Source: an optimization exercise on an open RTL-to-GDS flow (aim: small area and a short achievable clock period). Production flows keep margins and buffers that such runs may drop.
Where RTL was checked, it was by simulation tests only, not by an equivalence proof against the original.

## mem_resp
module mem_resp #(
  parameter int ADR_WIDTH   = 10,
  parameter int DAT_WIDTH   = 8,
  parameter int MEM_DEPTH   = 256,
  parameter int WAIT_STATES = 2
) (
  input  logic                 clk_i,
  input  logic                 rst_ni,
  input  logic                 req_i,
  input  logic                 we_i,
  input  logic [ADR_WIDTH-1:0] adr_i,
  input  logic [DAT_WIDTH-1:0] dat_i,
  output logic                 busy_o,
  output logic                 ack_o,
  output logic                 err_o,
  output logic [DAT_WIDTH-1:0] dat_o
);
Size in the first run: ~4300 cells after synthesis, ~2200 flip-flops, roughly 33 I/O pins, roughly 0.056 sq mm of cells after synthesis.
export LEC_CHECK = 0
export ABC_CLOCK_PERIOD_IN_PS = 2000
export CAP_MARGIN = 20
export CORE_MARGIN = 2
export CORE_UTILIZATION = 55
export CTS_BUF_LIST = sky130_fd_sc_hd__clkbuf_8 sky130_fd_sc_hd__clkbuf_16
export CTS_CLUSTER_DIAMETER = 120
export CTS_CLUSTER_SIZE = 30
export SETUP_SLACK_MARGIN = 2.4
export SLEW_MARGIN = 20
create_clock -name core_clock -period 4.5 [get_ports {clk_i}]
standard.sh (not shown) runs the stock make flow with config.mk's settings and CLKGATE_MAP_FILE= SYNTH_SCRIPT=/design/flow/synth_recipe.tcl, a recipe that flattens the netlist after the stock synthesis.
==> flow/flow/run.sh <==
#!/bin/bash
# Own layout flow: the standard synthesis unchanged, then the standard
# ORFS layout with two resizer settings changed:
#  - ports are buffered with a plain buf_4 (instead of the delay cell
#    buffer_ports picks by default), so inputs and outputs are not slowed down;
#  - repair_timing may resize a cell to any footprint (MATCH_CELL_FOOTPRINT=0).
# Each step's full output goes to its own log file in this folder; ORFS's own
# per-stage logs are under orfs/logs/.
set -euo pipefail
bash standard.sh synth > synth.log 2>&1
bash standard.sh MATCH_CELL_FOOTPRINT=0 "BUFFER_PORTS_ARGS=-buffer_cell sky130_fd_sc_hd__buf_4" finish > layout.log 2>&1
Next try:
--- a/flow/config.mk
+++ b/flow/config.mk
@@ -9,5 +9,5 @@
 export CAP_MARGIN = 20
 export CORE_MARGIN = 2
-export CORE_UTILIZATION = 55
+export CORE_UTILIZATION = 70
 export CTS_BUF_LIST = sky130_fd_sc_hd__clkbuf_8 sky130_fd_sc_hd__clkbuf_16
 export CTS_CLUSTER_DIAMETER = 120
Result:
- final cell count decreases by 6.0%
- wire length decreases by 4.0%
- die area decreases by 21%
- final area decreases by 0.60%
- via count increases by 2.0%
- synthesized area stays the same
- worst setup slack gains 31 ps
Next try:
--- a/flow/config.mk
+++ b/flow/config.mk
@@ -9,8 +9,8 @@
 export CAP_MARGIN = 20
 export CORE_MARGIN = 2
-export CORE_UTILIZATION = 70
+export CORE_UTILIZATION = 55
 export CTS_BUF_LIST = sky130_fd_sc_hd__clkbuf_8 sky130_fd_sc_hd__clkbuf_16
 export CTS_CLUSTER_DIAMETER = 120
 export CTS_CLUSTER_SIZE = 30
-export SETUP_SLACK_MARGIN = 2.4
+export SETUP_SLACK_MARGIN = 2.6
 export SLEW_MARGIN = 20
Outcome: Sequential cell count stays the same; setup slack loses 15 ps; fmax went down by 0.66%; clock-buffer cell count went down by 1; synthesized area is unchanged; wire length went up by about 5%.

* * *

mem_resp, a different RTL version from the one above (not shown whole).
Size: ~4000 cells after synthesis, roughly 33 I/O pins, about 57000 µm² of cells after synthesis.
Design mem_resp, start of the top module:
module mem_resp #(
  parameter int ADR_WIDTH   = 10,
  parameter int DAT_WIDTH   = 8,
  parameter int MEM_DEPTH   = 256,
  parameter int WAIT_STATES = 2
) (
  input  logic                 clk_i,
  input  logic                 rst_ni,
  input  logic                 req_i,
  input  logic                 we_i,
  input  logic [ADR_WIDTH-1:0] adr_i,
  input  logic [DAT_WIDTH-1:0] dat_i,
  output logic                 busy_o,
  output logic                 ack_o,
  output logic                 err_o,
  output logic [DAT_WIDTH-1:0] dat_o
);
==> flow/config.mk <==
export PLATFORM = sky130hd
export DESIGN_NAME = mem_resp
export DESIGN_NICKNAME = mem_resp
export VERILOG_FILES = /design/flow/design.v
export SDC_FILE = /design/flow/constraint.sdc
export NUM_CORES = 4
export LEC_CHECK = 0
export CAP_MARGIN = 20
export CORE_MARGIN = 2
export CORE_UTILIZATION = 40
export SETUP_SLACK_MARGIN = 2.0
export SLEW_MARGIN = 20
==> flow/constraint.sdc <==
create_clock -name core_clock -period 4.5 [get_ports {clk_i}]
set_input_delay 0.9000 -clock core_clock [delete_from_list [all_inputs] [get_ports {clk_i}]]
set_output_delay 0.9000 -clock core_clock [all_outputs]
set_load 0.01 [all_outputs]
run.sh (not shown) runs the stock make flow with config.mk's settings and CLKGATE_MAP_FILE= SYNTH_SCRIPT=/design/flow/synth_recipe.tcl, a recipe that flattens the netlist after the stock synthesis.
Stock flow here: none of the scripts above is used.
The first run produced a clean layout.
Change:
- ABC_CLOCK_PERIOD_IN_PS: unset -> 2300
- CORE_UTILIZATION: 40 -> 55
- SETUP_SLACK_MARGIN: 2.0 -> 2.2
The changed run completed with no timing, DRC or antenna violations. Hold slack stays flat. Cell area went down slightly. Utilization went up by 17 points. Register-to-register slack improved by 0.21 ns. Fmax went up by a little under a tenth. Routed wire length went down slightly. Critical path depth went down by 1. Setup slack improved by 0.21 ns. Clock skew hardly moves.
No run of this note included a check of the RTL's function; only the layout flow was run.

==> afterwards: timing with drivers on the ports <==
The results above use ideal ports. As a check the final layouts listed here were re-extracted and re-timed, cells and wires unchanged. Step 1 (the two cells are an assumption about what drives the block):
set clk [get_ports {clk_i}]
set_driving_cell -lib_cell sky130_fd_sc_hd__clkbuf_16 $clk
set_driving_cell -lib_cell sky130_fd_sc_hd__buf_2 [delete_from_list [all_inputs] $clk]
Step 2 also shifts input and output timing later by t, the mid clock arrival at the registers, as if the neighbouring blocks saw the same clock. Three values: no drivers, after step 1, after step 2; two values: the first two.
run | t, ns | setup slack, ns | hold slack, ns | latest minus earliest clock arrival (ns)
the first run of note 1 | 0.772 | 2.277 / 2.201 / 1.681 | 0.060 / 0.008 / 0.325 | 0.024 / 0.023
the second run of note 1 | 0.742 | 2.307 / 2.237 / 1.666 | 0.060 / 0.017 / 0.315 | 0.030 / 0.030
the third run of note 1 | 0.778 | 2.293 / 2.213 / 1.665 | 0.034 / -0.021 / 0.312 | 0.042 / 0.042
the first run of note 2 | 0.874 | 1.909 / 1.909 / 1.461 | 0.312 / 0.312 / 0.312 | 0.026 / 0.026
the second run of note 2 | 0.857 | 2.116 / 2.090 / 1.523 | 0.312 / 0.312 / 0.312 | 0.034 / 0.033
After both steps setup and hold are still met in every run listed. For the second run of note 1, which loses most, drivers alone change the setup slack by -0.070 ns; drivers and shift together by -0.641 ns.
